This is an optimization exercise on Yosys and OpenROAD, whose aim is small area, a short achievable clock period and few clock cycles per item, not a production implementation.
Function was checked by simulation only, so behaviour that the tests miss may differ from the original.

== build 73 ==
// qubit_measure
module qubit_measure (
    input  logic               clk,
    input  logic               rst,
    input  logic               in_valid,
    output logic               in_ready,
    input  logic signed [15:0] in_alpha,
    input  logic signed [15:0] in_beta,
    output logic               out_valid,
    input  logic               out_ready,
    output logic               out_bit,
    output logic [15:0]        out_alpha,
    output logic [15:0]        out_beta,
    output logic               out_err
);
Size: ~72 I/O pins, roughly 0.028 sq mm of cells after synthesis.
export LEC_CHECK = 0
export CAP_MARGIN = 20
export CORE_MARGIN = 2
export CORE_UTILIZATION = 40
export CTS_BUF_LIST = sky130_fd_sc_hd__clkbuf_8
export CTS_CLUSTER_DIAMETER = 100
export CTS_CLUSTER_SIZE = 15
export PLACE_DENSITY = 0.75
export SLEW_MARGIN = 20
export SYNTH_HIERARCHICAL = 1
export SYNTH_MINIMUM_KEEP_SIZE = 0
create_clock -name core_clock -period 11.0 [get_ports {clk}]
standard.sh (not shown) runs the stock make flow with config.mk's settings and CLKGATE_MAP_FILE= SYNTH_SCRIPT=/design/flow/synth_recipe.tcl, a recipe that flattens the netlist after the stock synthesis.
==> flow/flow/run.sh <==
#!/bin/bash
set -euo pipefail
export SETUP_SLACK_MARGIN=7.6
export BUFFER_PORTS_ARGS="-buffer_cell sky130_fd_sc_hd__buf_1"
export POST_SYNTH_TCL="$(pwd)/flow/downsize.tcl"
bash standard.sh > standard.log 2>&1
==> flow/flow/downsize.tcl <==
# Run after synthesis (POST_SYNTH_TCL): set every combinational cell that
# synthesis gave a drive strength above 1 to its drive-1 variant. The timing
# repair later sizes up what the critical paths need. Registers keep their
# cell type and size.
set n 0
foreach inst [get_cells *] {
  set m [get_property $inst ref_name]
  if {[regexp {^(sky130_fd_sc_hd__[a-z0-9]+)_([0-9]+)$} $m -> base sz] && $sz > 1} {
    if {[regexp {df|dl|sdf|edf|conb|clkbuf|clkinv|clkdly|tap|fill|decap} $base]} { continue }
    set cand "${base}_1"
    if {[llength [get_lib_cells -quiet */$cand]] > 0} {
      replace_cell $inst $cand
      incr n
    }
  }
}
puts "downsize: $n cells set to drive strength 1"
Testbench counts of build 73, summed over its fixed seeds: cycles 2,088, items 2,048.
Setup changes, build 73 to build 3
==> flow/flow/run.sh <==
#!/bin/bash
set -euo pipefail
export SETUP_SLACK_MARGIN=7.5
export POST_SYNTH_TCL="$(pwd)/flow/downsize.tcl"
bash standard.sh > standard.log 2>&1
==> comparison <==
Diff build 73 -> build 3: wire length -about 2%; transition time of the tightest slew-check pin +0.12 ns; setup slack -0.13 ns.
Critical path's slowest cell: sky130_fd_sc_hd__dfxtp_2 -> build 73, sky130_fd_sc_hd__maj3_1 -> build 3
For build 70, these inputs were changed with respect to build 3:
Settings: CTS_CLUSTER_DIAMETER: 100 -> 80; CTS_CLUSTER_SIZE: 15 -> 12.
==> flow/flow/run.sh <==
#!/bin/bash
set -euo pipefail
export SETUP_SLACK_MARGIN=7.6
export POST_SYNTH_TCL="$(pwd)/flow/downsize.tcl"
bash standard.sh > standard.log 2>&1
The flow did not stop early for build 70: all stages ran, and the layout cleared the timing, DRC and antenna checks. Against build 3, final design instance area without fill in build 70 rose slightly. Placed wire-length estimate after detailed placement, build 70 vs build 3: up slightly. Diff build 3 -> build 70 | minimum clock period | decrease of 0.15 ns. Changes observed in build 70 relative to build 3: share of the clock period used by the worst path -1.4 points; wire length on met3 shows a reduction of 5.5%. Cell at the slowest stage of the critical path = sky130_fd_sc_hd__fa_1: build 70; cell at the slowest stage of the critical path = sky130_fd_sc_hd__maj3_1: build 3.

* * *

== try-harbor ==
qubit_measure, a different RTL version from the one above (not shown whole).
Size: ~2500 cells after synthesis, ~72 I/O pins, ~29000 um^2 of cells after synthesis.
// qubit_measure
module qubit_measure (
    input  logic               clk,
    input  logic               rst,
    input  logic               in_valid,
    output logic               in_ready,
    input  logic signed [15:0] in_alpha,
    input  logic signed [15:0] in_beta,
    output logic               out_valid,
    input  logic               out_ready,
    output logic               out_bit,
    output logic [15:0]        out_alpha,
    output logic [15:0]        out_beta,
    output logic               out_err
);
    localparam int LAT = 4;           
    localparam int D   = 6;           
    logic        acc, take, push, res_bit, res_err;
    logic [15:0] lfsr_q, lfsr_nx;
    logic [15:0] a_q, b_q;
    logic [4:1] v_q;
    logic [31:0] p0_d, t_d;
    logic [47:0] xa, xb;
    assign lfsr_nx = lfsr_q[0] ? ((lfsr_q >> 1) ^ 16'hB400) : (lfsr_q >> 1);
    always_ff @(posedge clk) begin
        if (rst) lfsr_q <= 16'hACE1;
        else     lfsr_q <= lfsr_nx;
    end
    logic [15:0] rs0;
    assign rs0 = lfsr_q[0] ? ((lfsr_q >> 1) ^ 16'hB400) : (lfsr_q >> 1);
    logic [17:0] rx;
    logic [7:0]  e1_q, e2_q, en_q;
    logic        er15_q;
    assign rx = {1'b0, rs0, 1'b0};
    always_ff @(posedge clk) begin
        for (int k = 0; k < 8; k++) begin
            e1_q[k] <= rx[2*k+1] ^ rx[2*k];
            e2_q[k] <= (rx[2*k+2] & ~rx[2*k+1] & ~rx[2*k]) | (~rx[2*k+2] & rx[2*k+1] & rx[2*k]);
        end
    end
    always_comb begin
        for (int k = 0; k < 8; k++) en_q[k] = lfsr_q[2*k+1];
    end
    assign er15_q = lfsr_q[15];
    logic pp1;
    logic pp2;
    logic pp3;
    logic pp4;
    logic pp5;
    logic pp6;
    logic pp7;
    logic pp8;
    logic pp9;
    logic pp10;
    logic pp11;
    logic pp12;
    logic pp13;
    logic pp14;
    logic pp15;
    logic pp16;
    logic pp17;
    logic pp18;
    logic pp19;
    logic pp20;
    logic pp21;
    logic pp22;
    logic pp23;
    logic pp24;
    logic pp25;
    logic pp26;
    logic pp27;
    logic pp28;
    logic pp29;
    logic pp30;
    logic pp31;
    logic pp32;
    logic pp33;
    logic pp34;
  ...
Settings: LEC_CHECK=0, CAP_MARGIN=20, CORE_MARGIN=2, CORE_UTILIZATION=40, CTS_BUF_LIST=sky130_fd_sc_hd__clkbuf_8, CTS_CLUSTER_DIAMETER=80, CTS_CLUSTER_SIZE=12, PLACE_DENSITY=0.75, SLEW_MARGIN=20, SYNTH_HIERARCHICAL=1, SYNTH_MINIMUM_KEEP_SIZE=0; clock period 11.0 ns.
==> flow/flow/run.sh <==
#!/bin/bash
set -euo pipefail
export SETUP_SLACK_MARGIN=7.6
export POST_SYNTH_TCL="$(pwd)/flow/downsize.tcl"
bash standard.sh > standard.log 2>&1
Scripts as last shown in full above: flow/flow/downsize.tcl
try-harbor | status: complete | timing, DRC, antenna: pass
Testbench counts of try-harbor, summed over its fixed seeds: cycles 2,088, items 2,048.
Relative to try-harbor, the following input files were edited for try-fjord:
Settings: CTS_CLUSTER_DIAMETER changed from 80 to 100; CTS_CLUSTER_SIZE changed from 12 to 15.
- try-fjord against try-harbor: total routing resource utilization after global routing ~0 delta, setup slack shows no meaningful change, synthesis-to-finish area growth fell 0.48 points, met3 wire length decreased by 0.58% relative to the old numbers.
- try-fjord did not stop at any stage, and its layout met the timing, DRC and antenna checks.
- Per the comparison of try-fjord with try-harbor, area of the mapped netlist flat, share of the core filled with cells decreased by 0.19 points relative to the old numbers.
#### Input delta (try-onyx over try-fjord)
Settings: clearing CTS_BUF_LIST, which used to be sky130_fd_sc_hd__clkbuf_8; swapping 15 for 20 in CTS_CLUSTER_SIZE.
==> run summary <==
Timing, DRC, antenna: 0 failures across try-onyx and try-fjord
try-onyx vs. try-fjord: clock-cell share of area now sits higher, layout filler cell count now sits lower.
Comparing try-fjord with try-onyx, the wire length of the first global-routing pass came out essentially unchanged.
Compared to try-fjord, try-onyx has clock skew 0.027 ns lower.
Taking try-fjord as the reference, in try-onyx sequential share of layout area -0.31 points, routed via count divided by cell count +0.41%.
For try-fjord, the category of the most critical setup path was flip-flop to output port, unlike try-onyx, where it was flip-flop to flip-flop.
Changes observed in try-onyx relative to try-fjord: initial antenna violation count shows a reduction of 1, non-filler instance count after layout has remained practically unchanged.
try-onyx vs try-fjord, worst-path cell with the longest stage delay: fa_1 vs dfxtp_2
Input-level comparison between try-willow and try-onyx:
Settings: PLACE_DENSITY removed (was 0.75).
--- outcome ---
- try-onyx -> try-willow: met2 wire length increased by a few percent
- Clock buffer count in the final layout: try-willow vs try-onyx up 3
- Number of setup buffers added after CTS was lower in the run labelled try-onyx.
- The run showing the greater first-iteration DRC count is try-onyx.
The following lists how try-quartz was set up differently from try-willow:
Settings: PLACE_DENSITY: unset -> 0.88.
Having completed the whole flow, try-quartz delivered a layout that passed the timing, DRC and antenna checks. The met1 usage of try-quartz falls short of that of try-willow by 4.6 points. Reported for try-quartz and try-willow, synthesized area turned out identical to the last digit. [try-quartz] layout clock buffer count fell 1 relative to try-willow. Post-detailed-placement half-perimeter wirelength, try-quartz and try-willow: lower on try-quartz. Going from try-willow to try-quartz, sequential share of cell area grows by 0.24 points. Global routing usage on met3 delta for try-quartz relative to try-willow: 1.0 points higher.

## re-timing with driven ports
Ports are ideal in the flow. The routed layouts listed here were re-timed in OpenROAD. Step 1 (the two cells are an assumption about what drives the block):
set clk [get_ports {clk}]
set_driving_cell -lib_cell sky130_fd_sc_hd__clkbuf_16 $clk
set_driving_cell -lib_cell sky130_fd_sc_hd__buf_2 [delete_from_list [all_inputs] $clk]
Step 2 moves the port delays by t, midway between the first and last clock arrival at a register: inputs arrive t later, outputs are due t later. That takes back most of the time a late clock gives input paths. Three values: no drivers, after step 1, after step 2; two values: the first two.
| run | t (ns) | setup slack, ns | hold WS [ns] | clock arrival spread, ns | cell pins on the clock port's net |
|---|---|---|---|---|---|
| build 73 | 0.714 | 7.643 / 7.592 / 7.206 | 0.356 / 0.356 / 0.356 | 0.025 / 0.024 | 1 |
| build 3 | 0.726 | 7.518 / 7.515 / 7.093 | 0.341 / 0.341 / 0.341 | 0.020 / 0.020 | 1 |
| build 70 | 0.676 | 7.671 / 7.632 / 7.058 | 0.331 / 0.331 / 0.331 | 0.027 / 0.027 | 1 |
| try-harbor | 0.676 | 7.636 / 7.600 / 7.045 | 0.335 / 0.335 / 0.335 | 0.045 / 0.045 | 1 |
| try-fjord | 0.715 | 7.636 / 7.579 / 6.985 | 0.334 / 0.334 / 0.334 | 0.050 / 0.050 | 1 |
| try-onyx | 0.634 | 7.666 / 7.645 / 7.269 | 0.331 / 0.331 / 0.331 | 0.025 / 0.026 | 1 |
| try-willow | 0.668 | 7.597 / 7.597 / 7.044 | 0.315 / 0.315 / 0.315 | 0.049 / 0.048 | 1 |
| try-quartz | 0.629 | 7.569 / 7.569 / 7.300 | 0.347 / 0.347 / 0.347 | 0.039 / 0.039 | 1 |
After both steps setup and hold are still met in every run listed. The setup slack of try-fjord, which loses most, moves by -0.057 ns with the drivers and by -0.651 ns with both steps.
